This is an optimization exercise on Yosys and OpenROAD, whose aim is small area and a short achievable clock period, not a production implementation. RTL that was checked went through simulation tests only; none was proved equivalent to the original. No functional check of the RTL was part of runs 6 to 9. Power and IR drop assume default switching activity.

### flow/design.v
module core_trace_buf #(
  parameter int DEPTH_LOG2 = 4,
  parameter int SEQ_W      = 16
) (
  input  logic                  clk,
  input  logic                  rst,
  input  logic                  trace_en,
  input  logic                  clear,
  input  logic [31:0]           core_pc,
  input  logic [31:0]           core_inst,
  input  logic                  core_rf_we,
  input  logic [4:0]            core_rf_waddr,
  input  logic [31:0]           core_rf_wdata,
  output logic                  out_valid,
  input  logic                  out_ready,
  output logic [SEQ_W-1:0]      out_seq,
  output logic [31:0]           out_pc,
  output logic [31:0]           out_inst,
  output logic                  out_rd_we,
  output logic [4:0]            out_rd,
  output logic [31:0]           out_rd_data,
  output logic [DEPTH_LOG2:0]   count,
  output logic                  overflow,
  output logic [SEQ_W-1:0]      drop_cnt
);
  localparam int DEPTH = 1 << DEPTH_LOG2;
  localparam int NS    = DEPTH - 1;                   
  localparam int CW    = DEPTH_LOG2 + 1;
  localparam int REC_W = SEQ_W + 32 + 32 + 1 + 5 + 32;
  logic [REC_W-1:0]      r_mem [NS];
  logic [REC_W-1:0]      r_head;
  logic [NS-1:0]         r_wa, r_wb;                  
  logic [NS-1:0]         w_wptr;
  logic [NS:0]           r_hsel;                      
  logic [CW-1:0]         r_count;
  logic                  r_valid, r_c1, r_c2, r_full;  
  logic [SEQ_W-1:0]      r_seq, r_drop;
  logic                  r_ovf;
  logic                  w_attempt, w_pop, w_push, w_drop, w_up, w_dn, w_to_mem, w_le1_n, w_hold;
  logic [REC_W-1:0]      w_rec, w_head_d;
  logic [NS:0]           w_hld;
  logic [NS-1:0]         w_wen;
  assign w_attempt = trace_en & ~clear;
  assign w_pop     = r_valid & out_ready & ~clear;
  assign w_push    = w_attempt & (~r_full | w_pop);
  assign w_drop    = w_attempt & r_full & ~w_pop;
  assign w_up      = w_push & ~w_pop;
  assign w_dn      = w_pop & ~w_push;
  assign w_to_mem  = w_push & r_valid & ~(r_c1 & out_ready);
  assign w_le1_n   = clear | ~r_valid | r_c1 & ~w_up | r_c2 & w_dn;
  assign w_rec     = {r_seq, core_pc, core_inst, core_rf_we & (core_rf_waddr != 5'd0), core_rf_waddr, core_rf_wdata};
  assign {out_seq, out_pc, out_inst, out_rd_we, out_rd, out_rd_data} = r_head;
  assign out_valid = r_valid;
  assign count     = r_count;
  assign overflow  = r_ovf;
  assign drop_cnt  = r_drop;
  assign w_hold = r_valid & ~out_ready;
  assign w_hld  = w_hold ? '0 : r_hsel;
  always_comb begin
    w_head_d = (w_hold ? r_head : '0) | (w_hld[NS] ? w_rec : '0);
    for (int i = 0; i < NS; i++)
      w_head_d = w_head_d | (w_hld[i] ? r_mem[i] : '0);
  end
  always_comb
    for (int i = 0; i < NS; i++)
      w_wen[i] = r_wa[i] | r_wb[i] & out_ready;
  always_ff @(posedge clk)
    for (int i = 0; i < NS; i++)
      if (w_wen[i]) r_mem[i] <= w_rec;
  always_ff @(posedge clk)
    r_head <= w_head_d;
  assign w_wptr = r_wa | r_wb;
  logic [NS-1:0]  n_wptr;
  logic [NS:0]    n_hsel;
  logic [CW-1:0]  n_count;
  logic           n_valid, n_c1, n_c2, n_full;
  always_comb begin
    n_wptr  = w_wptr;
    n_hsel  = r_hsel;
    n_count = r_count;
    n_valid = r_valid;
    n_c1    = r_c1;
    n_c2    = r_c2;
    n_full  = r_full;
    if (w_to_mem) n_wptr = {w_wptr[NS-2:0], w_wptr[NS-1]};
    if (w_le1_n)
      n_hsel = (NS+1)'(1) << NS;
    else if (w_pop)
      n_hsel = {1'b0, r_hsel[NS-2:0], r_hsel[NS-1]};
    else if (r_c1)
      n_hsel = {1'b0, w_wptr};
    if (w_up) begin
      n_count = r_count + 1'b1;
      n_valid = 1'b1;
      n_c1    = ~r_valid;
      n_c2    = r_c1;
      n_full  = r_count == CW'(DEPTH - 1);
    end else if (w_dn) begin
      n_count = r_count - 1'b1;
      n_valid = ~r_c1;
      n_c1    = r_c2;
      n_c2    = r_count == CW'(3);
      n_full  = 1'b0;
    end
  end
  always_ff @(posedge clk or posedge rst)
    if (rst) begin
      r_wa    <= NS'(1);
      r_wb    <= '0;
      r_hsel  <= (NS+1)'(1) << NS;
      r_count <= '0;
      r_valid <= 1'b0;
      r_c1    <= 1'b0;
      r_c2    <= 1'b0;
      r_full  <= 1'b0;
      r_seq   <= '0;
      r_drop  <= '0;
      r_ovf   <= 1'b0;
    end else if (clear) begin
      r_wa    <= NS'(1);
      r_wb    <= '0;
      r_hsel  <= (NS+1)'(1) << NS;
      r_count <= '0;
      r_valid <= 1'b0;
      r_c1    <= 1'b0;
      r_c2    <= 1'b0;
      r_full  <= 1'b0;
      r_seq   <= '0;
      r_drop  <= '0;
      r_ovf   <= 1'b0;
    end else begin
      r_wa    <= n_full ? '0 : n_wptr;
      r_wb    <= n_full ? n_wptr : '0;
      r_hsel  <= n_hsel;
      r_count <= n_count;
      r_valid <= n_valid;
      r_c1    <= n_c1;
      r_c2    <= n_c2;
      r_full  <= n_full;
      r_seq   <= w_attempt ? r_seq + 1'b1 : r_seq;
      r_drop  <= (w_drop && r_drop != '1) ? r_drop + 1'b1 : r_drop;
      r_ovf   <= r_ovf | w_drop;
    end
endmodule
### flow/constraint.sdc
create_clock -name core_clock -period 5.5 [get_ports {clk}]
set_input_delay 1.1000 -clock core_clock [delete_from_list [all_inputs] [get_ports {clk}]]
set_output_delay 1.1000 -clock core_clock [all_outputs]
set_load 0.01 [all_outputs]
### flow/run.sh
#!/bin/bash
# synth_recipe.tcl (not shown) runs the flow's synth.tcl, then flattens the netlist and writes it again
# the make line also repeats each setting of config.mk as NAME=value (left out here)
make -C /OpenROAD-flow-scripts/flow DESIGN_CONFIG=/design/flow/config.mk WORK_HOME=/design/flow/orfs CLKGATE_MAP_FILE= SYNTH_SCRIPT=/design/flow/synth_recipe.tcl finish
### flow/config.mk
export PLATFORM = sky130hd
export DESIGN_NAME = core_trace_buf
export DESIGN_NICKNAME = core_trace_buf
export VERILOG_FILES = /design/flow/design.v
export SDC_FILE = /design/flow/constraint.sdc
export NUM_CORES = 4
export LEC_CHECK = 0
export CAP_MARGIN = 20
export CORE_MARGIN = 2
export CORE_UTILIZATION = 55
export CTS_CLUSTER_DIAMETER = 80
export CTS_CLUSTER_SIZE = 24
export SETUP_SLACK_MARGIN = 3.4
export SLEW_MARGIN = 20
==> results of run 1 <==
==> repair_timing <==
action	in CTS	in global routing
cloned	27	9
endpoints found under the setup margin	2110	618
setup buffers	110	46
gates resized for setup	952	56
pin swaps	18	16
==> registers in the layout, summed over array words and instances (netlist names), 5 cells and up <==
| name | count |
|---|---|
| r_drop | 16 |
| r_seq | 16 |
| r_hsel | 16 |
| r_count | 5 |
| r_wb | 15 |
| r_wa | 15 |
| r_mem | 1770 |
| r_head | 118 |
==> tightest hold or removal path: stages, from the launching register on <==
cell and delay (ns):
dfxtp_2 0.33, nor2_1 0.09, a31oi_1 0.04
==> stage by stage <==
stage | util [%] | power [mW] | cell area, um2 | std cells | worst slack [ns]
2_1_floorplan | - | 17.7 | 71200 | 3995 | 2.79
3_3_place_gp | 59.4 | 18.6 | 75800 | 5734 | 1.78
3_5_place_dp | 59.4 | 18.6 | 75800 | 5734 | 1.81
4_1_cts | 63.3 | 26.6 | 80900 | 6043 | 3.02
5_1_grt | 63.9 | 27.3 | 81600 | 6100 | 3.03
6_report | 63.9 | 26.6 | 81600 | 6101 | 3.09
==> cells in the final DEF, fill, tap and decap left out, types with 73 or more instances in the layout <==
cell type / instances
dfxtp_2: 73
a221oi_1: 230
a22o_1: 232
a22oi_1: 478
edfxtp_1: 1770
clkbuf_16: 103
buf_4: 147
buf_6: 151
nor2_1: 292
nand3_1: 128
==> per-layer routing <==
metal	wire (um)	share of wire [%]	global-route usage, %	vias up
met4	5570	2.5	7.74	8
met3	24500	11	5.82	309
met5	55	0.024	0	-
li1	-	-	-	17200
met1	91100	40	50.2	22700
met2	106000	47	52.0	2592
==> cell type report <==
type                            count  area (um2)
Clock buffer                      158        2700
Timing Repair Buffer              503        5920
Antenna cell                        3        7.51
Fill cell                        8996       46100
Sequential cell                  1976       58100
Tap cell                         1662        2080
Clock inverter                     14         109
Multi-Input combinational cell   1769       12700
Inverter                           16        66.3
==> power breakdown <==
group	switching, mW	leakage (nW)	internal (mW)	total [mW]
Clock	4.63	1.35	3.41	8.05
Sequential	0.236	18.5	16.6	16.8
Combinational	0.983	6.72	0.758	1.74
==> cells by family after synthesis <==
kind of cell,Yosys count,synth area share (%)
flops,1976,81.4
compound gates,1144,12.8
simple gates,547,3.52
buf+inv,274,1.48
xor+xnor,31,0.383
mux,17,0.265
fa+ha+maj,6,0.117
==> worst max path at each step <==
stage	depth (start not counted)	to	slack [ns]	start
after floorplan	4	r_mem[0][0]$_DFFE_PP_	2.79	out_ready
after global placement	11	r_count[4]$_DFFE_PP0P_	1.78	out_ready
after detailed placement	4	r_mem[5][77]$_DFFE_PP_	1.81	out_ready
after CTS	1	drop_cnt[8]	3.02	r_drop[8]$_DFFE_PP0P_
after global routing	1	drop_cnt[1]	3.03	r_drop[1]$_DFFE_PP0P_
final	1	drop_cnt[5]	3.09	r_drop[5]$_DFFE_PP0P_
==> flow_metrics.tcl, run 1 <==
set metrics [dict create \
    firstDrtPassIters 8 \
    hp-start "r_head[61]$_DFF_P_" \
    vias_per_cell 7.02 \
    grt_max_degree 84 \
    crit_path_end_kind "output port" \
    r2r_cells 10 \
    min_path_type "reg2reg" \
    path_delay_family "flip-flops" \
    skew_ns 0.0315 \
    ys_seq_area_share_pct 81.4 \
    first_global_vias 40300 \
    netlist_instances 3995 \
    p_per_area_nw_per_um2 326 \
    gp_congestion 0.760 \
    hold-path-endpoint "r_head[61]$_DFF_P_" \
    port_buffers 247 \
    drv_slew 0 \
    hold-worst-slack_ns 0.496 \
    drc 0 \
    fp.dieW_um 363 \
    fmax_mhz 415 \
    rr_endpoint "r_count[4]$_DFFE_PP0P_" \
    wl_per_cell_um 37.2 \
    synth_top_cell_area_share_pct 75.0 \
    cts_root_buffer "clkbuf_16" \
    synth.area.top_cells "edfxtp_1 (75%), a22oi_1 (5.1%), dfxtp_1 (3.3%)" \
    routed_wl_um 227000 \
    synth_fp_nets 4108 \
    cts_buffers 94 \
    hold_path_depth 2 \
    fp.dieArea_um2 132000 \
    status "complete, no violations" \
    cp_num_buf_inv 1 \
    cts_sinks 1976 \
    syn_area_per_cell_um2 17.7 \
    finalSetupViolCount 0 \
    area_growth_pct 15.1 \
    yosysUniqueCellTypes 51 \
    die_h_um 363 \
    synth-warning-count 2 \
    synth_commonest_cells "edfxtp_1 (1770), a22oi_1 (479), nor2_1 (298), a221oi_1 (232), a22o_1 (232)" \
    critPathKind "reg2out" \
    path_cells "buf_6" \
    required_ns 4.40 \
    hold_viol 0 \
    io_pins 248 \
    cts-htree-levels 3 \
    grt_pass1_wl_um 310000 \
    rsz0062_at_grt "yes" \
    clockBufferDepth 3 \
    slew_headroom_pct 38.0 \
    dp_hpwl_um 96000 \
    cts_tree "built" \
    synthArstFlopShare_pct 4.45 \
    finalSetupTns_ns 0 \
    p_leak_nw 26.5 \
    core_area_um2 128000 \
    synth_most_common_cell "edfxtp_1" \
    synth_seq_cells 1976 \
    synth_edf_count 1770 \
    cp_slowest_cell "dfrtp_2" \
    syn_area_um2 70900 \
    worst-slew-pin-transition_ns 0.930 \
    cts-hold-fix-buffers 0 \
    start_util_pct 55.5 \
    row_count 131 \
    cp-start-kind "register" \
    cp.arrival_ns 1.31 \
    ir_worst_vdd_uv 223 \
    timing.final.crit_share_pct 43.8 \
    gr-total-overflow 0 \
    ys.flop_type "edfxtp_1" \
    cts.clk_slew.worst_paths_ns 0.10 \
    synth_area_leader_cell "edfxtp_1" \
    drive_above_1_share_pct 17.2 \
    path_max_fanout 6 \
    postRouteAntennaNets 0 \
    clock_latency_ns 0.73 \
    drt_iter0_markers 6520 \
    via_count 42900 \
    r2r_slack_ns 3.32 \
    fin_crit_ns 2.41 \
    drv_cap 0 \
    rr_startpoint "r_valid$_DFFE_PP0P_" \
    antenna_found_initial 9 \
    fin_nets 4473 \
    slowest_delay_ns 0.46 \
    grt_usage_pct 33.5 \
]
==> run 2, diff against run 1 <==
--- a/flow/config.mk
+++ b/flow/config.mk
@@ -10,5 +10,5 @@
 export CORE_UTILIZATION = 55
 export CTS_CLUSTER_DIAMETER = 80
-export CTS_CLUSTER_SIZE = 24
-export SETUP_SLACK_MARGIN = 3.4
+export CTS_CLUSTER_SIZE = 28
+export SETUP_SLACK_MARGIN = 3.0
 export SLEW_MARGIN = 20
==> flow_metrics.tcl, run 2 <==
set metrics [dict create \
    timing.final.crit_share_pct 44.9 \
    antenna_found_initial 8 \
    synth_top_family_by_area "compound AO/OA/AOI/OAI gates" \
    status "complete, no violations" \
    ys_seq_area_share_pct 81.4 \
    utilization_pct 61.8 \
    min_path_type "reg2reg" \
    final_common_cell "edfxtp_1" \
    dp_hpwl_um 95900 \
    hold_viol 0 \
    yosysUniqueCellTypes 51 \
    start_util_pct 55.5 \
    p_per_area_nw_per_um2 331 \
    synth-warning-count 2 \
    worst-slew-pin-transition_ns 1.07 \
    cp.arrival_ns 1.37 \
    firstDrtPassIters 6 \
    fp.dieW_um 363 \
    port_buffers 247 \
    path_cells "dlygate4sd2_1" \
    reg_top3 "r_mem (1770), r_head (118)" \
    cts.clk_slew.worst_paths_ns 0.11 \
    core_area_um2 128000 \
    drt_iter0_markers 5390 \
    p_leak_nw 25.0 \
    finalSetupTns_ns 0 \
    finalSetupViolCount 0 \
    vias_per_cell 6.78 \
    fin_crit_ns 2.47 \
    r2r_slack_ns 3.05 \
    grt_util_met3_pct 4.18 \
    synth_commonest_cells "edfxtp_1 (1770), a22oi_1 (479), nor2_1 (298), a221oi_1 (232), a22o_1 (232)" \
    synth.area.top_cells "edfxtp_1 (75%), a22oi_1 (5.1%), dfxtp_1 (3.3%)" \
    slew_headroom_pct 28.6 \
    ir_worst_vdd_uv 245 \
    path_max_fanout 2 \
    syn_area_per_cell_um2 17.7 \
    netlist_instances 3995 \
    io_pins 248 \
    drv_slew 0 \
    synth_compound_gate_area_share_pct 12.8 \
    cts_tree "built" \
    path_delay_family "flip-flops" \
    drive_above_1_share_pct 9.06 \
    synth_fp_nets 4108 \
    fp.dieArea_um2 132000 \
    row_count 131 \
    gr-total-overflow 0 \
    synthArstFlopShare_pct 4.45 \
    fmax_mhz 405 \
    postRouteAntennaNets 0 \
    grt_util_met1_pct 44.0 \
    cts_sinks 1976 \
    grt_pass1_wl_um 279000 \
    fin_nets 4298 \
    top_register "r_mem" \
    synth_seq_cells 1976 \
    synthMuxAreaShare_pct 0.265 \
    largest_reg_flops 1770 \
    nFillCells 9197 \
    cp_num_buf_inv 1 \
    first_global_vias 38600 \
    grtUsageMet2_pct 47.3 \
    synth_most_common_cell "edfxtp_1" \
    gp_congestion 0.764 \
    syn_area_um2 70900 \
    crit_path_end_kind "output port" \
    grt-busiest-layer "met2" \
    clock_latency_ns 0.71 \
    cts_buffers 87 \
    ys.flop_type "edfxtp_1" \
    drc 0 \
    wl_per_cell_um 33.7 \
    die_h_um 363 \
    synthAdderAreaFrac_pct 0.117 \
    area_growth_pct 11.3 \
    cts-htree-levels 3 \
    grt_max_degree 106 \
    critPathKind "reg2out" \
    via_count 40100 \
    synth-xor-area-share_pct 0.383 \
    routed_wl_um 199000 \
    synth-simple-area-share_pct 3.52 \
    synth_area_leader_cell "edfxtp_1" \
    cts-hold-fix-buffers 0 \
    synth_top_cell_area_share_pct 75.0 \
    cp_slowest_cell "dfxtp_4" \
    final_cell_mix "edfxtp_1 (1770), a22oi_1 (479), nor2_1 (297)" \
    clockBufferDepth 3 \
    skew_ns 0.0332 \
    slowest_delay_ns 0.38 \
    cts_root_buffer "clkbuf_16" \
    cp-start-kind "register" \
    drv_cap 0 \
    required_ns 4.40 \
    synth_edf_count 1770 \
    grt_usage_pct 29.6 \
    rsz0062_at_grt "no" \
]
-- run 2: logic make-up (layout without fill, tap and decap cells) --
family          after synthesis  count (layout)
flops                      1976            1976
compound gates             1144            1145
simple gates                547             547
buf+inv                     274             527
xor+xnor                     31              31
mux                          17              17
fa+ha+maj                     6               6
other cells                   0               4
-- run 2: timing repair --
item                       in CTS  in global routing
setup buffers                  21                  6
setup endpoints to repair    1397                184
gates cloned                    2                  0
pin swaps                       1                  0
gates resized for setup       327                 33
-- run 2: stage by stage --
stage | worst slack (ns) | std cells | total power [mW] | area, um2 | hold slack (ns)
floorplan | 2.30 | 3995 | 17.7 | 71000 | 0.508
global placement | 1.75 | 5729 | 18.6 | 75800 | 0.472
detailed placement | 1.77 | 5729 | 18.6 | 75800 | 0.477
CTS | 2.91 | 5905 | 26.2 | 78700 | 0.489
global route | 3.00 | 5913 | 26.8 | 78900 | 0.516
finish | 3.03 | 5915 | 26.1 | 78900 | 0.489
-- run 2: layout make-up --
cell class	instances	area, um2	area share (%)
Sequential cell	1976	57900	73.4
Multi-Input combinational cell	1746	12300	15.6
Timing Repair Buffer	358	3810	4.83
Clock buffer	127	2390	3.03
Tap cell	1662	2080	2.64
Clock inverter	26	330	0.419
Inverter	16	63.8	0.0809
Antenna cell	4	10.0	0.0127
-- run 2: routing by layer --
layer / up-vias / routed length [um]
met4: 4 / 3580
met1: 21100 / 83100
li1: 16800 / -
met3: 222 / 17500
met2: 1994 / 95100
met5: - / 26
-- run 2: worst paths after layout --
path | startpoint | to | depth (start not counted)
min in group asynchronous | rst | r_c2$_DFFE_PP0P_ | 2
max in group asynchronous | rst | r_hsel[11]$_DFFE_PP0P_ | 3
max reg2reg | r_hsel[0]$_DFFE_PP0P_ | r_head[1]$_DFF_P_ | 6
min | r_head[47]$_DFF_P_ | r_head[47]$_DFF_P_ | 2
max | r_head[41]$_DFF_P_ | out_inst[3] | 1
min reg2reg | r_head[47]$_DFF_P_ | r_head[47]$_DFF_P_ | 2
-- run 2: report_power, final --
| part | leakage (nW) | internal, mW | total [mW] | switching, mW |
|---|---|---|---|---|
| logic | 5.20 | 0.552 | 1.42 | 0.863 |
| registers | 18.5 | 16.6 | 16.8 | 0.230 |
| clock network | 1.30 | 3.29 | 7.89 | 4.61 |
==> run 3, diff against run 2 <==
--- a/flow/config.mk
+++ b/flow/config.mk
@@ -11,4 +11,4 @@
 export CTS_CLUSTER_DIAMETER = 80
 export CTS_CLUSTER_SIZE = 28
-export SETUP_SLACK_MARGIN = 3.0
+export SETUP_SLACK_MARGIN = 3.2
 export SLEW_MARGIN = 20
==> flow_metrics.tcl, run 3 <==
set metrics [dict create \
    status "complete, no violations" \
    path_max_fanout 2 \
    hp-start "r_head[14]$_DFF_P_" \
    synth_compound_gate_area_share_pct 12.8 \
    gr-total-overflow 0 \
    clockBufferDepth 3 \
    fp.dieArea_um2 132000 \
    final_common_cell "edfxtp_1" \
    place_ws_ns 1.78 \
    drv_slew 0 \
    met1_length_um 89100 \
    drive_above_1_share_pct 15.5 \
    first_global_vias 40000 \
    path_cells "buf_6" \
    timing.final.crit_share_pct 43.6 \
    p_per_area_nw_per_um2 330 \
    ir_worst_vdd_uv 227 \
    antennaDiodeCount 0 \
    nFillCells 9038 \
    fin_ws_ns 3.10 \
    drt_iter0_markers 6096 \
    vias_per_cell 6.98 \
    synth_fp_nets 4108 \
    area_growth_pct 13.5 \
    synthAdderAreaFrac_pct 0.117 \
    p_leak_nw 25.8 \
    fin_nets 4379 \
    synth_most_common_cell "edfxtp_1" \
    power_frac_comb_pct 6.1 \
    ys.flop_type "edfxtp_1" \
    final_cell_mix "edfxtp_1 (1770), a22oi_1 (479), nor2_1 (295)" \
    postRouteAntennaNets 0 \
    fp.dieW_um 363 \
    cp_slowest_cell "dfrtp_2" \
    cts-htree-levels 3 \
    synth_top_cell_area_share_pct 75.0 \
    hold-worst-slack_ns 0.497 \
    grt_pass1_wl_um 300000 \
    hold-path-endpoint "r_head[14]$_DFF_P_" \
    die_h_um 363 \
    core_area_um2 128000 \
    cts_sinks 1976 \
    min_path_type "reg2reg" \
    cp_num_buf_inv 1 \
    dp_hpwl_um 95200 \
    r2r_cells 6 \
    reg_top3 "r_mem (1770), r_head (118)" \
    top_register "r_mem" \
    drc 0 \
    place_area_um2 75900 \
    synth_seq_cells 1976 \
    finalSetupTns_ns 0 \
    synth_area_leader_cell "edfxtp_1" \
    finalSetupViolCount 0 \
    switching_share_pct 22.2 \
    fmax_mhz 417 \
    firstDrtPassIters 6 \
    grt_usage_pct 32.1 \
    rr_endpoint "r_head[84]$_DFF_P_" \
    worst-slew-pin-transition_ns 0.976 \
    critPathKind "reg2out" \
    synth_edf_count 1770 \
    syn_area_um2 70900 \
    syn_area_per_cell_um2 17.7 \
    top_layer_used "met4" \
    utilization_pct 63.0 \
    skew_ns 0.0306 \
    slew_headroom_pct 34.9 \
    synth-xor-area-share_pct 0.383 \
    netlist_instances 3995 \
    wl_met3_um 20800 \
    cts_buffers 87 \
    synth.area.top_cells "edfxtp_1 (75%), a22oi_1 (5.1%), dfxtp_1 (3.3%)" \
    fin_crit_ns 2.40 \
    cp.arrival_ns 1.30 \
    clkPwrFrac_pct 30.3 \
    routed_wl_um 216000 \
    via_count 41900 \
    synth_top_family_by_area "compound AO/OA/AOI/OAI gates" \
    port_buffers 247 \
    rr_startpoint "r_hsel[2]$_DFFE_PP0P_" \
    io_pins 248 \
    antenna_found_initial 1 \
    synthMuxAreaShare_pct 0.265 \
    synth_commonest_cells "edfxtp_1 (1770), a22oi_1 (479), nor2_1 (298), a221oi_1 (232), a22o_1 (232)" \
    seq_power_share_pct 63.6 \
    cts.clk_slew.worst_paths_ns 0.11 \
    clock_latency_ns 0.73 \
    hold_path_depth 2 \
    synth-simple-area-share_pct 3.52 \
    synthArstFlopShare_pct 4.45 \
    cts_tree "built" \
    hold_viol 0 \
    r2r_slack_ns 3.18 \
    ys_seq_area_share_pct 81.4 \
    cp-start-kind "register" \
    yosysUniqueCellTypes 51 \
    slowest_delay_ns 0.45 \
    rsz0062_at_grt "yes" \
    row_count 131 \
    wl_per_cell_um 36.0 \
    intPower_mw 20.6 \
    routed-wl-met2_um 101000 \
    p_switching_mw 5.90 \
    synth-warning-count 2 \
    start_util_pct 55.5 \
    cts_root_buffer "clkbuf_16" \
    path_delay_family "flip-flops" \
    required_ns 4.40 \
    design_area_um2 80500 \
    gp_congestion 0.767 \
    grt_max_degree 87 \
    crit_path_end_kind "output port" \
    largest_reg_flops 1770 \
    drv_cap 0 \
]
==> run 3: cell counts after synthesis <==
Identical to the previous run, type by type.
==> run 3: cell type report <==
class | count | area [um2] | share of cell area (%)
flip-flops and latches | 1976 | 58100 | 72.2
multi-input cells | 1757 | 12500 | 15.5
repair buffers | 428 | 4970 | 6.17
clock inverters | 28 | 310 | 0.386
clock buffers | 135 | 2490 | 3.10
well taps | 1662 | 2080 | 2.58
inverters | 16 | 66.3 | 0.0824
==> run 3: kinds of logic after synthesis <==
logic type,Yosys count
flops,1976
compound gates,1144
simple gates,547
buf+inv,274
xor+xnor,31
mux,17
fa+ha+maj,6
==> run 3: worst max path at each step <==
stage | slack (ns) | to | depth (start not counted) | startpoint
floorplan | 2.30 | r_mem[10][0]$_DFFE_PP_ | 3 | out_ready
global placement | 1.76 | r_count[4]$_DFFE_PP0P_ | 10 | trace_en
detailed placement | 1.78 | r_count[4]$_DFFE_PP0P_ | 10 | trace_en
CTS | 2.94 | out_valid | 1 | r_valid$_DFFE_PP0P_
global route | 3.07 | count[1] | 1 | r_count[1]$_DFFE_PP0P_
finish | 3.10 | drop_cnt[14] | 1 | r_drop[14]$_DFFE_PP0P_
==> run 3: timing repair <==
item / CTS / global route
pin swaps: 14 / 7
gates cloned: 17 / 1
hold buffers: 0 / 0
setup endpoints to repair: 1802 / 175
resized for setup: 897 / 53
buffers inserted: 57 / 25
==> run 3: stage by stage <==
stage,total power [mW],std cells
after floorplan,17.7,3995
after global placement,18.6,5739
after detailed placement,18.6,5739
after CTS,26.5,5976
after global routing,27.2,6002
final,26.5,6002
==> run 3: layer usage <==
layer  up-vias  GRT usage, %
met4         0          7.14
li1      17000             -
met5         -             0
met1     22300          48.4
met2      2288          50.6
met3       276          4.45
==> run 3: power groups by stage <==
| stage | clock network [mW] | logic [mW] | registers (mW) |
|---|---|---|---|
| CTS | 8.09 | 1.57 | 16.9 |
| floorplan | 0 | 0.594 | 17.1 |
| detailed placement | 0 | 1.44 | 17.2 |
| global route | 8.61 | 1.74 | 16.9 |
| global placement | 0 | 1.42 | 17.2 |
| finish | 8.04 | 1.63 | 16.9 |
==> run 4, diff against run 3 <==
--- a/flow/config.mk
+++ b/flow/config.mk
@@ -8,7 +8,7 @@
 export CAP_MARGIN = 20
 export CORE_MARGIN = 2
-export CORE_UTILIZATION = 55
-export CTS_CLUSTER_DIAMETER = 80
+export CORE_UTILIZATION = 68
+export CTS_CLUSTER_DIAMETER = 60
 export CTS_CLUSTER_SIZE = 28
-export SETUP_SLACK_MARGIN = 3.2
+export SETUP_SLACK_MARGIN = 3.3
 export SLEW_MARGIN = 20
==> flow_metrics.tcl, run 4 <==
set metrics [dict create \
    fin_crit_ns 2.44 \
    synth-warning-count 2 \
    cts-htree-levels 4 \
    synth_compound_gate_area_share_pct 12.8 \
    synth.area.top_cells "edfxtp_1 (75%), a22oi_1 (5.1%), dfxtp_1 (3.3%)" \
    die_h_um 327 \
    slew_headroom_pct 38.4 \
    cp_slowest_cell "dfxtp_4" \
    hold_viol 0 \
    ys.flop_type "edfxtp_1" \
    synth_top_family_by_area "compound AO/OA/AOI/OAI gates" \
    critPathKind "reg2out" \
    drv_slew 0 \
    start_util_pct 68.5 \
    synth-simple-area-share_pct 3.52 \
    syn_area_per_cell_um2 17.7 \
    dp_hpwl_um 93700 \
    synthAdderAreaFrac_pct 0.117 \
    routed_wl_um 218000 \
    gr-total-overflow 0 \
    synth_most_common_cell "edfxtp_1" \
    clockBufferDepth 3 \
    fp.dieW_um 327 \
    cp.arrival_ns 1.34 \
    final-seq-area_um2 58000 \
    reg_top3 "r_mem (1770), r_head (118)" \
    grt_pass1_wl_um 304000 \
    required_ns 4.40 \
    row_count 118 \
    skew_ns 0.0333 \
    synth_commonest_cells "edfxtp_1 (1770), a22oi_1 (479), nor2_1 (298), a221oi_1 (232), a22o_1 (232)" \
    syn_area_um2 70900 \
    cts.clk_slew.worst_paths_ns 0.10 \
    final_cell_mix "edfxtp_1 (1770), a22oi_1 (479), nor2_1 (291)" \
    multiInputGateArea_um2 12500 \
    synthMuxAreaShare_pct 0.265 \
    cts_buffers 132 \
    drt_iter0_markers 7584 \
    firstDrtPassIters 6 \
    drv_cap 0 \
    synth-xor-area-share_pct 0.383 \
    grtUsageMet2_pct 63.4 \
    ir_worst_vdd_uv 371 \
    path_cells "buf_6" \
    io_pins 248 \
    largest_reg_flops 1770 \
    path_delay_family "flip-flops" \
    port_buffers 247 \
    fin_nets 4457 \
    grt_util_met1_pct 56.3 \
    status "complete, no violations" \
    p_per_area_nw_per_um2 353 \
    path_max_fanout 2 \
    first_global_vias 43000 \
    synthArstFlopShare_pct 4.45 \
    slowest_delay_ns 0.43 \
    synth_fp_nets 4108 \
    synth_area_leader_cell "edfxtp_1" \
    cts_sinks 1976 \
    yosysUniqueCellTypes 51 \
    drc 0 \
    finalSetupViolCount 0 \
    p_leak_nw 27.1 \
    cp_num_buf_inv 1 \
    drive_above_1_share_pct 18.4 \
    gp_congestion 0.826 \
    ys_seq_area_share_pct 81.4 \
    cts_root_buffer "clkbuf_16" \
    nFillCells 5284 \
    fmax_mhz 410 \
    rsz0062_at_grt "yes" \
    synth_top_cell_area_share_pct 75.0 \
    area_growth_pct 16.4 \
    cts_tree "built" \
    worst-slew-pin-transition_ns 0.925 \
    fp.dieArea_um2 107000 \
    netlist_instances 3995 \
    postRouteAntennaNets 0 \
    synth_edf_count 1770 \
    grt-busiest-layer "met2" \
    cp-start-kind "register" \
    grt_usage_pct 40.2 \
    top_register "r_mem" \
    min_path_type "reg2reg" \
    synth_seq_cells 1976 \
    finalSetupTns_ns 0 \
    core_area_um2 103000 \
    wl_per_cell_um 37.3 \
    clock_latency_ns 0.78 \
    utilization_pct 79.7 \
    grt_util_met3_pct 7.85 \
    timing.final.crit_share_pct 44.3 \
    cts-hold-fix-buffers 0 \
    vias_per_cell 7.55 \
    crit_path_end_kind "output port" \
    antenna_found_initial 10 \
    grt_max_degree 77 \
    via_count 44100 \
    final_common_cell "edfxtp_1" \
]
## run 4: worst reg2reg max path, cell delays in order (launching register included)
cell and delay, ns:
dfrtp_4 0.67, buf_16 0.28, a22o_1 0.45, a221oi_1 0.24, and3_1 0.33, a41oi_1 0.14
## run 4: area by class of cell
| cell class | count | area share (%) |
|---|---|---|
| antenna | 10 | 0.0303 |
| sequential | 1976 | 70.4 |
| tap | 1380 | 2.09 |
| clock inverter | 91 | 1.28 |
| multi-input combinational | 1757 | 15.1 |
| timing repair buffer | 461 | 6.72 |
| inverter | 16 | 0.0804 |
| clock buffer | 150 | 4.30 |
## run 4: logic make-up after synthesis
family | count (synthesis)
flops | 1976
mux | 17
compound gates | 1144
simple gates | 547
xor+xnor | 31
buf+inv | 274
fa+ha+maj | 6
## run 4: repair_timing
action	4_1_cts	5_1_grt
pin swaps	20	12
cloned	22	2
buffers inserted	80	39
gates resized for setup	926	42
endpoints found under the setup margin	1958	219
## run 4: worst paths after layout
kind	from	end	slack, ns	cells past startpoint
setup reg to reg	r_hsel[10]$_DFFE_PP0P_	r_head[8]$_DFF_P_	3.25	5
hold reg to reg	r_head[53]$_DFF_P_	r_head[53]$_DFF_P_	0.49	2
max in group asynchronous	rst	r_hsel[5]$_DFFE_PP0P_	3.73	3
setup / recovery	r_head[114]$_DFF_P_	out_seq[12]	3.06	1
min in group asynchronous	rst	r_drop[10]$_DFFE_PP0P_	0.68	2
hold / removal	r_head[53]$_DFF_P_	r_head[53]$_DFF_P_	0.49	2
## run 4: routing by layer
layer,vias to the layer above,share of wire (%)
met5,-,0.019
met4,6,4.6
met3,606,14
met2,3856,47
met1,22400,35
li1,17300,-
## run 4: per-stage QoR
step / power (mW) / worst slack (ns) / hold WS [ns] / cell area (um2) / std cells
after CTS: 29.1 / 3.05 / 0.496 / 81900 / 5790
final: 29.2 / 3.06 / 0.495 / 82500 / 5841
after floorplan: 17.7 / 2.30 / 0.508 / 71100 / 3995
after global placement: 18.5 / 1.84 / 0.475 / 75500 / 5447
after global routing: 29.8 / 3.05 / 0.513 / 82500 / 5835
after detailed placement: 18.6 / 1.87 / 0.478 / 75500 / 5447
## run 4: report_power, final
group	switching [mW]	internal (mW)	leakage [nW]	total, mW
combinational	0.946	0.769	6.36	1.72
sequential	0.256	16.6	18.5	16.9
clock	5.37	5.22	2.25	10.6
total	6.58	22.6	27.1	29.2
==> run 5, diff against run 4 <==
--- a/flow/config.mk
+++ b/flow/config.mk
@@ -8,7 +8,7 @@
 export CAP_MARGIN = 20
 export CORE_MARGIN = 2
-export CORE_UTILIZATION = 68
-export CTS_CLUSTER_DIAMETER = 60
+export CORE_UTILIZATION = 55
+export CTS_CLUSTER_DIAMETER = 150
 export CTS_CLUSTER_SIZE = 28
-export SETUP_SLACK_MARGIN = 3.3
+export SETUP_SLACK_MARGIN = 3.2
 export SLEW_MARGIN = 20
==> flow_metrics.tcl, run 5 <==
set metrics [dict create \
    ys.flop_type "edfxtp_1" \
    synth-simple-area-share_pct 3.52 \
    cts_root_buffer "clkbuf_16" \
    port_buffers 247 \
    slowest_delay_ns 0.45 \
    cts_tree "built" \
    cts-htree-levels 3 \
    syn_area_per_cell_um2 17.7 \
    skew_ns 0.0355 \
    antenna_found_initial 2 \
    cp-start-kind "register" \
    synth_top_family_by_area "compound AO/OA/AOI/OAI gates" \
    first_global_vias 39700 \
    synth_compound_gate_area_share_pct 12.8 \
    status "complete, no violations" \
    dp_hpwl_um 95200 \
    worst-slew-pin-transition_ns 0.986 \
    grt_max_degree 87 \
    finalSetupViolCount 0 \
    vias_per_cell 6.95 \
    utilization_pct 62.6 \
    place_area_um2 75900 \
    synth.area.top_cells "edfxtp_1 (75%), a22oi_1 (5.1%), dfxtp_1 (3.3%)" \
    die_h_um 363 \
    r2r_slack_ns 3.19 \
    clock_latency_ns 0.72 \
    top_register "r_mem" \
    ir_worst_vdd_uv 235 \
    start_util_pct 55.5 \
    min_path_type "reg2reg" \
    final_common_cell "edfxtp_1" \
    synthAdderAreaFrac_pct 0.117 \
    yosysUniqueCellTypes 51 \
    synth-xor-area-share_pct 0.383 \
    synth_area_leader_cell "edfxtp_1" \
    fmax_mhz 419 \
    largest_reg_flops 1770 \
    critPathKind "reg2out" \
    synth_edf_count 1770 \
    cts_sinks 1976 \
    gr-total-overflow 0 \
    path_delay_family "flip-flops" \
    synth_top_cell_area_share_pct 75.0 \
    routed_wl_um 215000 \
    drv_cap 0 \
    core_area_um2 128000 \
    drt_iter0_markers 6082 \
    path_max_fanout 2 \
    via_count 41600 \
    synth_commonest_cells "edfxtp_1 (1770), a22oi_1 (479), nor2_1 (298), a221oi_1 (232), a22o_1 (232)" \
    row_count 131 \
    drv_slew 0 \
    clockBufferDepth 3 \
    rsz0062_at_grt "yes" \
    grt_pass1_wl_um 299000 \
    p_per_area_nw_per_um2 324 \
    cts_buffers 80 \
    synth_seq_cells 1976 \
    drc 0 \
    finalSetupTns_ns 0 \
    path_cells "buf_6" \
    synth-warning-count 2 \
    timing.final.crit_share_pct 43.3 \
    fin_crit_ns 2.38 \
    power_mw 25.9 \
    synthMuxAreaShare_pct 0.265 \
    drive_above_1_share_pct 14.7 \
    netlist_instances 3995 \
    slew_headroom_pct 34.2 \
    io_pins 248 \
    cp_num_buf_inv 1 \
    ys_seq_area_share_pct 81.4 \
    crit_path_end_kind "output port" \
    cts-hold-fix-buffers 0 \
    firstDrtPassIters 5 \
    final_cell_mix "edfxtp_1 (1770), a22oi_1 (479), nor2_1 (294)" \
    hold_viol 0 \
    area_growth_pct 12.8 \
    cp.arrival_ns 1.28 \
    wl_per_cell_um 36.0 \
    cts.clk_slew.worst_paths_ns 0.11 \
    design_area_um2 80000 \
    syn_area_um2 70900 \
    p_leak_nw 25.6 \
    synthArstFlopShare_pct 4.45 \
    cp_slowest_cell "dfrtp_2" \
    gp_congestion 0.767 \
    fp.dieArea_um2 132000 \
    hold-worst-slack_ns 0.490 \
    postRouteAntennaNets 0 \
    fp.dieW_um 363 \
    synth_most_common_cell "edfxtp_1" \
    reg_top3 "r_mem (1770), r_head (118)" \
    grt_usage_pct 32.0 \
    fin_nets 4370 \
    required_ns 4.40 \
    synth_fp_nets 4108 \
]
run 5: cell counts after synthesis:
No cell type changed its count.
run 5: report_power, final:
group	internal, mW	switching [mW]	total [mW]
registers	16.6	0.256	16.9
logic	0.692	0.919	1.61
clock network	2.99	4.46	7.45
run 5: final timing paths:
kind / start / endpoint / cells past startpoint
max: r_drop[6]$_DFFE_PP0P_ / drop_cnt[6] / 1
max reg2reg: r_hsel[13]$_DFFE_PP0P_ / r_head[21]$_DFF_P_ / 6
min in group asynchronous: rst / r_count[1]$_DFFE_PP0P_ / 2
max in group asynchronous: rst / r_hsel[5]$_DFFE_PP0P_ / 3
min reg2reg: r_head[21]$_DFF_P_ / r_head[21]$_DFF_P_ / 2
min: r_head[21]$_DFF_P_ / r_head[21]$_DFF_P_ / 2
run 5: per-stage QoR:
stage / instances / setup slack (ns)
floorplan: 3995 / 2.30
global placement: 5739 / 1.76
detailed placement: 5739 / 1.78
CTS: 5965 / 2.94
global route: 5987 / 3.08
finish: 5987 / 3.12
run 5: repair_timing:
| action | 4_1_cts | 5_1_grt |
|---|---|---|
| setup endpoints to repair | 1816 | 159 |
| pin swaps | 14 | 6 |
| resized for setup | 883 | 47 |
| gates cloned | 17 | 1 |
| setup buffers | 60 | 20 |
run 5: logic make-up (layout without fill, tap and decap cells):
group | count (synthesis) | count (layout)
and+or+nand+nor | 547 | 548
DFF | 1976 | 1976
buffers and inverters | 274 | 591
xor gates and xnor gates | 31 | 31
muxes | 17 | 17
other | 0 | 1
adders and majority gates | 6 | 6
AOI/OAI and AO/OA | 1144 | 1155
run 5: worst register-to-register path, delay by kind of cell, from the launching register on:
kind | cells | cell delay (ns)
buf+inv | 1 | 0.31
compound gates | 3 | 0.75
simple gates | 2 | 0.39
flops | 1 | 0.71
run 5: layout make-up:
cell class                      count  area, um2
Timing Repair Buffer              426       4860
Inverter                           16       66.3
Clock buffer                      147       2380
Tap cell                         1662       2080
Antenna cell                        1       2.50
Sequential cell                  1976      58100
Multi-Input combinational cell   1757      12500
Clock inverter                      2       32.5
Fill cell                        9070      47700
run 5: layer usage:
layer | GRT usage, % | wire length [um] | vias to the layer above
met1 | 48.3 | 88400 | 22100
li1 | - | - | 17000
met3 | 4.29 | 21400 | 221
met5 | 0 | 0 | -
met4 | 6.56 | 4400 | 0
met2 | 50.6 | 101000 | 2278
==> run 6, diff against run 5 <==
--- a/flow/design.v
+++ b/flow/design.v
@@ -75,8 +75,10 @@
   logic [CW-1:0]  n_count;
   logic           n_valid, n_c1, n_c2, n_full;
+  logic [CW-1:0]  w_count_inc, w_count_dec;
+  assign w_count_inc = r_count + 1'b1;
+  assign w_count_dec = r_count - 1'b1;
   always_comb begin
     n_wptr  = w_wptr;
     n_hsel  = r_hsel;
-    n_count = r_count;
     n_valid = r_valid;
     n_c1    = r_c1;
@@ -90,6 +92,6 @@
     else if (r_c1)
       n_hsel = {1'b0, w_wptr};
+    n_count = {CW{w_up}} & w_count_inc | {CW{w_dn}} & w_count_dec | {CW{~w_up & ~w_dn}} & r_count;
     if (w_up) begin
-      n_count = r_count + 1'b1;
       n_valid = 1'b1;
       n_c1    = ~r_valid;
@@ -97,5 +99,4 @@
       n_full  = r_count == CW'(DEPTH - 1);
     end else if (w_dn) begin
-      n_count = r_count - 1'b1;
       n_valid = ~r_c1;
       n_c1    = r_c2;
==> flow_metrics.tcl, run 6 <==
set metrics [dict create \
    p_per_area_nw_per_um2 314 \
    intPower_mw 20.0 \
    gp_congestion 0.755 \
    largest_reg_flops 1770 \
    fin_nets 4256 \
    switching_share_pct 20.4 \
    min_path_type "reg2reg" \
    cts.clk_slew.worst_paths_ns 0.11 \
    cts_buffers 80 \
    drive_above_1_share_pct 15.0 \
    synth_seq_cells 1976 \
    port_buffers 247 \
    rsz0062_at_grt "yes" \
    cp_num_buf_inv 1 \
    synthArstFlopShare_pct 4.45 \
    synth_edf_count 1770 \
    syn_area_um2 71000 \
    finalNonFillerCells 5874 \
    drv_slew 0 \
    synth.area.top_cells "edfxtp_1 (75%), a221oi_1 (4.3%), a22o_1 (4.3%)" \
    cp-start-kind "register" \
    synth_most_common_cell "edfxtp_1" \
    timing.final.crit_share_pct 43.7 \
    slew_headroom_pct 27.0 \
    fin_ws_ns 3.10 \
    syn_area_per_cell_um2 18.3 \
    crit_start "r_drop[13]$_DFFE_PP0P_" \
    routed_wl_um 204000 \
    final_common_cell "edfxtp_1" \
    synth_commonest_cells "edfxtp_1 (1770), a221oi_1 (351), a22o_1 (350), a22oi_1 (241), nor2_1 (182)" \
    clockBufferDepth 3 \
    drt_iter0_markers 5312 \
    core_area_um2 128000 \
    top_register "r_mem" \
    path_max_fanout 5 \
    postRouteAntennaNets 0 \
    seq_power_share_pct 66.5 \
    cts-hold-fix-buffers 0 \
    vias_per_cell 6.91 \
    first_global_vias 39200 \
    clkPwrFrac_pct 29.3 \
    cts_tree "built" \
    critPathKind "reg2out" \
    skew_ns 0.0326 \
    cts_root_buffer "clkbuf_16" \
    fmax_mhz 416 \
    finalSetupViolCount 0 \
    wl_per_cell_um 34.8 \
    drc 0 \
    ys.flop_type "edfxtp_1" \
    path_cells "buf_6" \
    cts_sinks 1976 \
    utilization_pct 62.5 \
    worst-slew-pin-transition_ns 1.09 \
    required_ns 4.40 \
    crit_path_end_kind "output port" \
    p_leak_nw 25.4 \
    design_area_um2 79900 \
    ir_worst_vdd_uv 209 \
    rr_startpoint "r_valid$_DFFE_PP0P_" \
    fin_crit_ns 2.40 \
    io_pins 248 \
    power_mw 25.1 \
    hold_viol 0 \
    path_delay_family "flip-flops" \
    fp.dieW_um 363 \
    cp_slowest_cell "dfrtp_2" \
    row_count 131 \
    place_ws_ns 1.59 \
    start_util_pct 55.6 \
    die_h_um 363 \
    finalSetupTns_ns 0 \
    grt_pass1_wl_um 282000 \
    cts-htree-levels 3 \
    hp-start "r_head[80]$_DFF_P_" \
    post-place-cells 5619 \
    dp_hpwl_um 90900 \
    p_switching_mw 5.13 \
    fp.dieArea_um2 132000 \
    reg_top3 "r_mem (1770), r_head (118)" \
    final_cell_mix "edfxtp_1 (1770), a221oi_1 (351), a22o_1 (350)" \
    power_frac_comb_pct 4.2 \
    synth_fp_nets 3996 \
    area_growth_pct 12.5 \
    grt_max_degree 112 \
    netlist_instances 3882 \
    status "complete, no violations" \
    synth_top_cell_area_share_pct 74.8 \
    cp.arrival_ns 1.30 \
    hold-worst-slack_ns 0.497 \
    clock_latency_ns 0.71 \
    synth_area_leader_cell "edfxtp_1" \
    yosysUniqueCellTypes 59 \
    slowest_delay_ns 0.46 \
    ys_seq_area_share_pct 81.2 \
    drv_cap 0 \
    firstDrtPassIters 6 \
    grt_usage_pct 29.8 \
    via_count 40600 \
    place_area_um2 75900 \
    gr-total-overflow 0 \
    antenna_found_initial 16 \
    synth-warning-count 2 \
]
-- run 6: final cells by class --
type                    instances  area [um2]
well taps                    1662        2080
flip-flops and latches       1976       58000
fillers                      9080       47900
multi-input cells            1644       12500
repair buffers                427        4800
clock buffers                 142        2340
diodes                          7        17.5
inverters                      13        52.6
clock inverters                 3        33.8
-- run 6: power groups by stage --
stage               logic, mW  registers (mW)  clock network [mW]
floorplan               0.330            17.0                   0
global placement        0.938            17.0                   0
detailed placement      0.951            17.0                   0
CTS                      1.02            16.7                7.44
global route             1.13            16.7                7.93
finish                   1.05            16.7                7.35
-- run 6: final timing paths --
kind / to / slack, ns / cells past startpoint
setup / recovery: drop_cnt[13] / 3.10 / 1
hold / removal: r_head[80]$_DFF_P_ / 0.50 / 2
setup reg to reg: r_hsel[3]$_DFFE_PP0P_ / 3.22 / 13
hold reg to reg: r_head[80]$_DFF_P_ / 0.50 / 2
max in group asynchronous: r_wa[0]$_DFF_PP1_ / 3.62 / 3
min in group asynchronous: r_count[1]$_DFF_PP0_ / 0.93 / 2
-- run 6: repair_timing --
| action | 4_1_cts | 5_1_grt |
|---|---|---|
| resized for setup | 895 | 38 |
| setup endpoints to repair | 1810 | 390 |
| gates cloned | 7 | 7 |
| pin swaps | 4 | 8 |
| buffers inserted | 69 | 20 |
-- run 6: kinds of logic (layout without fill, tap and decap cells) --
kind of cell | Yosys count | count (layout) | synth area share (%)
AO/OA/AOI/OAI | 1157 | 1162 | 13.5
XOR/XNOR | 14 | 14 | 0.173
adder cells (fa/ha/maj) | 7 | 7 | 0.123
buffers and inverters | 269 | 585 | 1.52
flip-flops | 1976 | 1976 | 81.2
multiplexers | 23 | 23 | 0.361
other | 0 | 7 | 0
AND/OR/NAND/NOR | 436 | 438 | 3.06
-- run 6: layer usage --
layer	track usage, %	vias to the layer above	routed length [um]
met4	8.55	12	5530
met5	0	-	62
met2	47.7	2010	97600
met1	43.2	21500	82600
met3	4.49	244	18600
li1	-	16800	-
==> run 7, diff against run 6 <==
--- a/flow/config.mk
+++ b/flow/config.mk
@@ -11,4 +11,5 @@
 export CTS_CLUSTER_DIAMETER = 150
 export CTS_CLUSTER_SIZE = 28
+export PLACE_DENSITY = 0.72
 export SETUP_SLACK_MARGIN = 3.2
 export SLEW_MARGIN = 20
==> flow_metrics.tcl, run 7 <==
set metrics [dict create \
    dp_hpwl_um 92400 \
    synthArstFlopShare_pct 4.45 \
    path_max_fanout 2 \
    p_switching_mw 5.07 \
    p_per_area_nw_per_um2 314 \
    first_global_vias 40300 \
    final_cell_mix "edfxtp_1 (1770), a221oi_1 (351), a22o_1 (350)" \
    drv_slew 0 \
    p_leak_nw 25.3 \
    row_count 131 \
    syn_area_um2 71000 \
    synth_fp_nets 3996 \
    finalSetupViolCount 0 \
    clock_latency_ns 0.70 \
    via_count 41700 \
    clockBufferDepth 3 \
    cts_root_buffer "clkbuf_16" \
    cts.clk_slew.worst_paths_ns 0.11 \
    yosysUniqueCellTypes 59 \
    hold_viol 0 \
    cp.arrival_ns 1.28 \
    rsz0062_at_grt "yes" \
    synth_most_common_cell "edfxtp_1" \
    slew_headroom_pct 28.5 \
    skew_ns 0.0327 \
    area_growth_pct 12.0 \
    status "complete, no violations" \
    cts-htree-levels 3 \
    fp.dieArea_um2 132000 \
    netlist_instances 3882 \
    firstDrtPassIters 5 \
    switching_share_pct 20.3 \
    grt_util_met1_pct 43.0 \
    syn_area_per_cell_um2 18.3 \
    critPathKind "reg2out" \
    drt_iter0_markers 6265 \
    wl_per_cell_um 34.9 \
    cts_sinks 1976 \
    port_buffers 247 \
    slowest_delay_ns 0.42 \
    ir_worst_vdd_uv 219 \
    grt_usage_pct 30.4 \
    intPower_mw 19.9 \
    cts_tree "built" \
    synth_top_cell_area_share_pct 74.8 \
    hold-worst-slack_ns 0.498 \
    finalSetupTns_ns 0 \
    ys.flop_type "edfxtp_1" \
    die_h_um 363 \
    timing.final.crit_share_pct 43.2 \
    reg_top3 "r_mem (1770), r_head (118)" \
    path_cells "buf_2" \
    top_register "r_mem" \
    drive_above_1_share_pct 14.6 \
    vias_per_cell 7.11 \
    synth_edf_count 1770 \
    fin_nets 4246 \
    postRouteAntennaNets 0 \
    io_pins 248 \
    path_delay_family "flip-flops" \
    nFillCells 8744 \
    cp_slowest_cell "dfrtp_1" \
    grt-busiest-layer "met2" \
    crit_path_end_kind "output port" \
    fmax_mhz 421 \
    required_ns 4.40 \
    cp_num_buf_inv 1 \
    cts_buffers 80 \
    routed_wl_um 205000 \
    grtUsageMet2_pct 48.7 \
    ys_seq_area_share_pct 81.2 \
    gp_congestion 0.779 \
    fp.dieW_um 363 \
    antenna_found_initial 14 \
    worst-slew-pin-transition_ns 1.07 \
    min_path_type "reg2reg" \
    grt_pass1_wl_um 289000 \
    largest_reg_flops 1770 \
    core_area_um2 128000 \
    synth-warning-count 2 \
    synth_commonest_cells "edfxtp_1 (1770), a221oi_1 (351), a22o_1 (350), a22oi_1 (241), nor2_1 (182)" \
    seq_power_share_pct 66.8 \
    start_util_pct 55.6 \
    final_common_cell "edfxtp_1" \
    fin_crit_ns 2.38 \
    grt_util_met3_pct 5.30 \
    synth.area.top_cells "edfxtp_1 (75%), a221oi_1 (4.3%), a22o_1 (4.3%)" \
    power_frac_comb_pct 4.1 \
    gr-total-overflow 0 \
    cp-start-kind "register" \
    drv_cap 0 \
    grt_max_degree 119 \
    synth_seq_cells 1976 \
    clkPwrFrac_pct 29.1 \
    synth_area_leader_cell "edfxtp_1" \
    drc 0 \
]
run 7: cell families (layout without fill, tap and decap cells):
logic type               Yosys count  in the layout  share of synthesized area, %
adder cells (fa/ha/maj)            7              7                         0.123
buffers and inverters            269            568                          1.52
multiplexers                      23             23                         0.361
AND/OR/NAND/NOR                  436            438                          3.06
other                              0              9                             0
AO/OA/AOI/OAI                   1157           1171                          13.5
flip-flops                      1976           1976                          81.2
XOR/XNOR                          14             14                         0.173
run 7: area by class of cell:
class / instances / area, um2 / share of cell area (%)
diodes: 9 / 22.5 / 0.0283
flip-flops and latches: 1976 / 58100 / 73.0
well taps: 1662 / 2080 / 2.61
clock inverters: 3 / 33.8 / 0.0425
multi-input cells: 1653 / 12600 / 15.8
repair buffers: 408 / 4360 / 5.48
clock buffers: 144 / 2350 / 2.95
inverters: 13 / 52.6 / 0.0660
run 7: path summary, 6_finish.rpt:
kind                                        from  cells past startpoint                endpoint  slack (ns)
setup / recovery           r_drop[7]$_DFFE_PP0P_                      1             drop_cnt[7]        3.12
hold / removal                   r_ovf$_DFF_PP0_                      1         r_ovf$_DFF_PP0_        0.50
setup reg to reg             r_valid$_DFFE_PP0P_                      9       r_wb[7]$_DFF_PP0_        3.18
hold reg to reg                  r_ovf$_DFF_PP0_                      1         r_ovf$_DFF_PP0_        0.50
max in group asynchronous                    rst                      3  r_drop[11]$_DFFE_PP0P_        3.64
min in group asynchronous                    rst                      2  r_drop[14]$_DFFE_PP0P_        0.91
run 7: per-stage QoR:
stage	instance area (um2)	util (%)	power (mW)	worst slack [ns]	std cells
2_1_floorplan	71300	-	17.3	2.43	3882
3_3_place_gp	75800	59.3	17.9	1.30	5612
3_5_place_dp	75800	59.3	18.0	1.28	5612
4_1_cts	79400	62.1	25.0	3.09	5850
5_1_grt	79600	62.2	25.6	3.09	5867
6_report	79600	62.2	25.0	3.12	5868
run 7: layer usage:
metal	up-vias	routed length, um
met5	-	54
met4	8	7230
met3	393	25500
met2	2931	97000
met1	21600	75100
li1	16800	-
run 7: repair_timing:
action	CTS	global route
gates resized for setup	886	24
buffers inserted	74	8
hold buffers	0	0
endpoints found under the setup margin	2116	230
pin swaps	13	2
cloned	17	1
run 7: power groups by stage:
stage	logic, mW	registers [mW]	clock network, mW
floorplan	0.330	17.0	0
finish	1.03	16.7	7.27
global placement	0.921	17.0	0
CTS	1.02	16.7	7.30
global route	1.10	16.7	7.76
detailed placement	0.946	17.0	0
==> run 8, diff against run 7 <==
--- a/flow/config.mk
+++ b/flow/config.mk
@@ -8,5 +8,5 @@
 export CAP_MARGIN = 20
 export CORE_MARGIN = 2
-export CORE_UTILIZATION = 55
+export CORE_UTILIZATION = 60
 export CTS_CLUSTER_DIAMETER = 150
 export CTS_CLUSTER_SIZE = 28
==> flow_metrics.tcl, run 8 <==
set metrics [dict create \
    synth_top_cell_area_share_pct 74.8 \
    place_ws_ns 1.61 \
    fp.dieArea_um2 121000 \
    status "complete, no violations" \
    cts_tree "built" \
    core_area_um2 118000 \
    nFillCells 7415 \
    drv_slew 0 \
    vias_per_cell 7.23 \
    skew_ns 0.0309 \
    clock_latency_ns 0.71 \
    timing.final.crit_share_pct 43.7 \
    cts_sinks 1976 \
    p_per_area_nw_per_um2 313 \
    start_util_pct 60.3 \
    fin_crit_ns 2.40 \
    first_global_vias 40300 \
    hold_viol 0 \
    p_leak_nw 25.4 \
    top_register "r_mem" \
    synth_commonest_cells "edfxtp_1 (1770), a221oi_1 (351), a22o_1 (350), a22oi_1 (241), nor2_1 (182)" \
    yosysUniqueCellTypes 59 \
    synth_fp_nets 3996 \
    synth_most_common_cell "edfxtp_1" \
    port_buffers 247 \
    drive_above_1_share_pct 15.3 \
    ys.flop_type "edfxtp_1" \
    worst-slew-pin-transition_ns 1.20 \
    grt_pass1_wl_um 281000 \
    fp.dieW_um 348 \
    syn_area_per_cell_um2 18.3 \
    fin_nets 4249 \
    synth-warning-count 2 \
    final-seq-area_um2 58100 \
    row_count 126 \
    cp_slowest_cell "dfrtp_1" \
    path_max_fanout 4 \
    antenna_found_initial 14 \
    largest_reg_flops 1770 \
    wl_per_cell_um 34.8 \
    grt_usage_pct 32.1 \
    slew_headroom_pct 20.0 \
    gr-total-overflow 0 \
    area_growth_pct 12.2 \
    via_count 41500 \
    io_pins 248 \
    min_path_type "reg2reg" \
    reg_top3 "r_mem (1770), r_head (118)" \
    path_cells "buf_2" \
    cp-start-kind "register" \
    finalSetupTns_ns 0 \
    ys_seq_area_share_pct 81.2 \
    design_area_um2 79700 \
    synth_edf_count 1770 \
    die_h_um 348 \
    slowest_delay_ns 0.44 \
    path_delay_family "flip-flops" \
    drt_iter0_markers 5979 \
    synth.area.top_cells "edfxtp_1 (75%), a221oi_1 (4.3%), a22o_1 (4.3%)" \
    final_cell_mix "edfxtp_1 (1770), a221oi_1 (351), a22o_1 (350)" \
    postRouteAntennaNets 0 \
    dp_hpwl_um 89700 \
    routed_wl_um 200000 \
    grt_max_degree 119 \
    syn_area_um2 71000 \
    place_area_um2 75600 \
    crit_path_end_kind "output port" \
    clockBufferDepth 3 \
    fin_ws_ns 3.10 \
    required_ns 4.40 \
    drv_cap 0 \
    synthArstFlopShare_pct 4.45 \
    cts_buffers 80 \
    gp_congestion 0.781 \
    netlist_instances 3882 \
    fmax_mhz 416 \
    critPathKind "reg2out" \
    finalSetupViolCount 0 \
    cp_num_buf_inv 1 \
    cts_root_buffer "clkbuf_16" \
    utilization_pct 67.7 \
    cts-hold-fix-buffers 0 \
    synth_area_leader_cell "edfxtp_1" \
    synth_seq_cells 1976 \
    cp.arrival_ns 1.30 \
    multiInputGateArea_um2 12600 \
    final_common_cell "edfxtp_1" \
    cts-htree-levels 3 \
    rsz0062_at_grt "yes" \
    ir_worst_vdd_uv 248 \
    drc 0 \
    cts.clk_slew.worst_paths_ns 0.10 \
    firstDrtPassIters 7 \
]
-- run 8: cell count changes in the layout (fill, tap and decap cells not counted), moves of 6 or more --
cell	delta
nand2_1	-14
buf_12	+8
nand2_2	+12
o21ai_0	-7
nor2_1	-6
a21o_2	-7
o21ai_2	+8
-- run 8: area by class of cell --
class                   instances  share of cell area [%]
flip-flops and latches       1976                    72.8
multi-input cells            1647                    15.9
repair buffers                417                    5.87
clock buffers                 139                    2.87
well taps                    1536                    2.41
inverters                      13                  0.0659
clock inverters                 4                  0.0534
diodes                          8                  0.0251
-- run 8: final timing paths --
check                                       from                endpoint  slack (ns)  cells after the start
max                        r_drop[7]$_DFFE_PP0P_             drop_cnt[7]        3.10                      1
min                           r_head[24]$_DFF_P_      r_head[24]$_DFF_P_        0.50                      2
max reg2reg                  r_valid$_DFFE_PP0P_  r_hsel[14]$_DFFE_PP0P_        3.16                     12
min reg2reg                   r_head[24]$_DFF_P_      r_head[24]$_DFF_P_        0.50                      2
max in group asynchronous                    rst   r_hsel[8]$_DFFE_PP0P_        3.95                      3
min in group asynchronous                    rst    r_count[0]$_DFF_PP0_        0.62                      2
-- run 8: power breakdown --
part | switching (mW) | total (mW) | internal, mW
Clock | 4.34 | 7.23 | 2.89
Sequential | 0.183 | 16.7 | 16.5
Combinational | 0.567 | 1.04 | 0.477
-- run 8: layer usage --
metal	global-route usage [%]	part of all wire (%)	up-vias
met5	0	0.021	-
met4	10.1	3.2	6
met3	4.72	12	351
met2	51.7	48	2904
met1	45.9	37	21400
li1	-	-	16800
-- run 8: logic make-up after synthesis --
kind of cell | after synthesis | synth area share, %
xor gates and xnor gates | 14 | 0.173
AOI/OAI and AO/OA | 1157 | 13.5
buffers and inverters | 269 | 1.52
muxes | 23 | 0.361
adders and majority gates | 7 | 0.123
and+or+nand+nor | 436 | 3.06
DFF | 1976 | 81.2
-- run 8: what timing repair did --
item	CTS	global route
pin swaps	3	5
setup endpoints to repair	1802	234
cloned	12	5
endpoints found under the hold margin	0	0
resized for setup	889	68
buffers inserted	75	20
-- run 8: through the flow --
step           hold WS (ns)  total power [mW]  cells
2_1_floorplan         0.512              17.3   3882
3_3_place_gp          0.483              17.9   5477
3_5_place_dp          0.480              17.9   5477
4_1_cts               0.496              25.0   5707
5_1_grt               0.518              25.6   5739
6_report              0.498              25.0   5740
==> run 9, diff against run 8 <==
--- a/flow/config.mk
+++ b/flow/config.mk
@@ -8,8 +8,8 @@
 export CAP_MARGIN = 20
 export CORE_MARGIN = 2
-export CORE_UTILIZATION = 60
+export CORE_UTILIZATION = 55
 export CTS_CLUSTER_DIAMETER = 150
 export CTS_CLUSTER_SIZE = 28
 export PLACE_DENSITY = 0.72
-export SETUP_SLACK_MARGIN = 3.2
+export SETUP_SLACK_MARGIN = 3.3
 export SLEW_MARGIN = 20
==> flow_metrics.tcl, run 9 <==
set metrics [dict create \
    cts_root_buffer "clkbuf_16" \
    fin_crit_ns 2.43 \
    rsz0062_at_grt "yes" \
    gr-total-overflow 0 \
    cts_buffers 80 \
    grt-busiest-layer "met2" \
    synth.area.top_cells "edfxtp_1 (75%), a221oi_1 (4.3%), a22o_1 (4.3%)" \
    clock_latency_ns 0.73 \
    cp_slowest_cell "dfrtp_2" \
    ys.flop_type "edfxtp_1" \
    slowest_delay_ns 0.47 \
    slew_headroom_pct 34.4 \
    required_ns 4.40 \
    hp-start "r_ovf$_DFF_PP0_" \
    largest_reg_flops 1770 \
    grtUsageMet2_pct 48.4 \
    io_pins 248 \
    start_util_pct 55.6 \
    fmax_mhz 411 \
    nFillCells 8559 \
    grt_max_degree 119 \
    critPathKind "reg2out" \
    area_growth_pct 14.1 \
    crit_path_end_kind "output port" \
    hold_path_depth 1 \
    p_per_area_nw_per_um2 311 \
    ir_worst_vdd_uv 304 \
    grt_util_met1_pct 44.0 \
    place_area_um2 75800 \
    finalSetupTns_ns 0 \
    p_leak_nw 26.2 \
    firstDrtPassIters 5 \
    gp_congestion 0.789 \
    path_delay_family "flip-flops" \
    synth-warning-count 2 \
    synthArstFlopShare_pct 4.45 \
    final_cell_mix "edfxtp_1 (1770), a221oi_1 (351), a22o_1 (350)" \
    reg_top3 "r_mem (1770), r_head (118)" \
    cp-start-kind "register" \
    hold-path-endpoint "r_ovf$_DFF_PP0_" \
    routed_wl_um 216000 \
    post-place-cells 5611 \
    syn_area_um2 71000 \
    status "complete, no violations" \
    rr_startpoint "r_valid$_DFFE_PP0P_" \
    drv_slew 0 \
    postRouteAntennaNets 0 \
    synth_fp_nets 3996 \
    synth_most_common_cell "edfxtp_1" \
    cp_num_buf_inv 1 \
    finalNonFillerCells 5934 \
    hold_viol 0 \
    top_register "r_mem" \
    clockBufferDepth 3 \
    fp.dieW_um 363 \
    cts-htree-levels 3 \
    skew_ns 0.0428 \
    seq_power_share_pct 66.4 \
    first_global_vias 40100 \
    grt_util_met3_pct 5.50 \
    dp_hpwl_um 93000 \
    wl_per_cell_um 36.4 \
    antenna_found_initial 23 \
    row_count 131 \
    synth_edf_count 1770 \
    cts.clk_slew.worst_paths_ns 0.12 \
    p_switching_mw 5.19 \
    port_buffers 247 \
    netlist_instances 3882 \
    path_max_fanout 5 \
    grt_pass1_wl_um 290000 \
    synth_area_leader_cell "edfxtp_1" \
    worst-slew-pin-transition_ns 0.983 \
    drc 0 \
    path_cells "buf_6" \
    synth_seq_cells 1976 \
    grt_usage_pct 30.6 \
    r2r_slack_ns 3.20 \
    syn_area_per_cell_um2 18.3 \
    via_count 42800 \
    fin_nets 4310 \
    fp.dieArea_um2 132000 \
    finalSetupViolCount 0 \
    cp.arrival_ns 1.33 \
    core_area_um2 128000 \
    ys_seq_area_share_pct 81.2 \
    rr_endpoint "r_wb[3]$_DFF_PP0_" \
    yosysUniqueCellTypes 59 \
    drive_above_1_share_pct 17.1 \
    synth_commonest_cells "edfxtp_1 (1770), a221oi_1 (351), a22o_1 (350), a22oi_1 (241), nor2_1 (182)" \
    timing.final.crit_share_pct 44.3 \
    power_frac_comb_pct 4.4 \
    synth_top_cell_area_share_pct 74.8 \
    intPower_mw 20.0 \
    drv_cap 0 \
    r2r_cells 13 \
    vias_per_cell 7.22 \
    die_h_um 363 \
    final_common_cell "edfxtp_1" \
    cts_tree "built" \
    clkPwrFrac_pct 29.2 \
    drt_iter0_markers 7282 \
    switching_share_pct 20.6 \
    design_area_um2 81100 \
    cts_sinks 1976 \
    hold-worst-slack_ns 0.499 \
    min_path_type "reg2reg" \
]
-- run 9: cell counts after synthesis --
Identical to the previous run, type by type.
-- run 9: layer usage --
layer	up-vias	wire, um
li1	17000	-
met1	21900	78300
met2	3524	101000
met3	393	29900
met4	20	6780
met5	-	109
-- run 9: power by group through the flow --
stage	logic (mW)	registers, mW	clock network (mW)
3_5_place_dp	0.948	17.0	0
3_3_place_gp	0.926	17.0	0
2_1_floorplan	0.330	17.0	0
4_1_cts	1.05	16.7	7.36
6_report	1.12	16.7	7.36
5_1_grt	1.18	16.7	7.82
-- run 9: area by class of cell --
type	count	area, um2	share of cell area (%)
inverters	13	61.3	0.0756
flip-flops and latches	1976	58100	71.6
multi-input cells	1655	12900	15.9
diodes	10	25.0	0.0309
clock inverters	4	32.5	0.0401
well taps	1662	2080	2.56
clock buffers	144	2350	2.90
repair buffers	470	5570	6.87
-- run 9: worst max-delay path by stage --
stage	slack (ns)	endpoint	from	cells after the start
after global placement	1.65	r_hsel[4]$_DFFE_PP0P_	out_ready	10
after global routing	3.05	drop_cnt[0]	r_drop[0]$_DFFE_PP0P_	1
after CTS	3.01	drop_cnt[0]	r_drop[0]$_DFFE_PP0P_	1
final	3.07	drop_cnt[0]	r_drop[0]$_DFFE_PP0P_	1
after floorplan	2.43	r_mem[10][0]$_DFFE_PP_	out_ready	2
after detailed placement	1.61	r_hsel[6]$_DFFE_PP0P_	out_ready	10
-- run 9: timing repair --
action	CTS	global route
gates cloned	21	10
endpoints found under the setup margin	2101	588
buffers inserted	73	61
pin swaps	17	11
hold buffers	0	0
gates resized for setup	934	137
-- run 9: metrics by stage --
| stage | util (%) | total power, mW | setup WS (ns) |
|---|---|---|---|
| global route | 63.4 | 25.7 | 3.05 |
| CTS | 62.4 | 25.1 | 3.01 |
| detailed placement | 59.3 | 18.0 | 1.61 |
| finish | 63.4 | 25.2 | 3.07 |
| floorplan | - | 17.3 | 2.43 |
| global placement | 59.3 | 17.9 | 1.65 |
-- run 9: cells by family after synthesis --
| family | after synthesis | share of synthesized area (%) |
|---|---|---|
| adder cells (fa/ha/maj) | 7 | 0.123 |
| XOR/XNOR | 14 | 0.173 |
| buffers and inverters | 269 | 1.52 |
| flip-flops | 1976 | 81.2 |
| AND/OR/NAND/NOR | 436 | 3.06 |
| multiplexers | 23 | 0.361 |
| AO/OA/AOI/OAI | 1157 | 13.5 |

static timing again, ports no longer ideal:
Ports are ideal in the flow. The routed layouts listed here were re-timed in OpenROAD. Step 1 (the two cells are an assumption about what drives the block):
set clk [get_ports {clk}]
set_driving_cell -lib_cell sky130_fd_sc_hd__clkbuf_16 $clk
set_driving_cell -lib_cell sky130_fd_sc_hd__buf_2 [delete_from_list [all_inputs] $clk]
Step 2 moves the port delays by t, midway between the first and last clock arrival at a register: inputs arrive t later, outputs are due t later. That takes back most of the time a late clock gives input paths. a / b / c = ideal ports / drivers / drivers and shift; a / b = the first two.
run | t, ns | setup slack, ns | worst setup path at the end | clock arrival spread, ns
run 1 | 0.796 | 3.089 / 3.004 / 2.430 | input to register | 0.033 / 0.033
run 2 | 0.770 | 3.030 / 2.956 / 2.308 | input to register | 0.034 / 0.034
run 3 | 0.794 | 3.102 / 3.020 / 2.439 | input to register | 0.042 / 0.042
run 4 | 0.845 | 3.063 / 2.981 / 2.385 | input to register | 0.038 / 0.038
run 5 | 0.777 | 3.116 / 3.040 / 2.424 | input to register | 0.038 / 0.038
run 6 | 0.766 | 3.096 / 3.020 / 2.384 | input to register | 0.034 / 0.034
run 7 | 0.773 | 3.123 / 3.038 / 2.437 | input to register | 0.037 / 0.036
run 8 | 0.774 | 3.095 / 3.016 / 2.373 | input to register | 0.041 / 0.041
run 9 | 0.793 | 3.065 / 2.979 / 2.457 | input to register | 0.044 / 0.044
After both steps setup and hold are still met in every run listed.
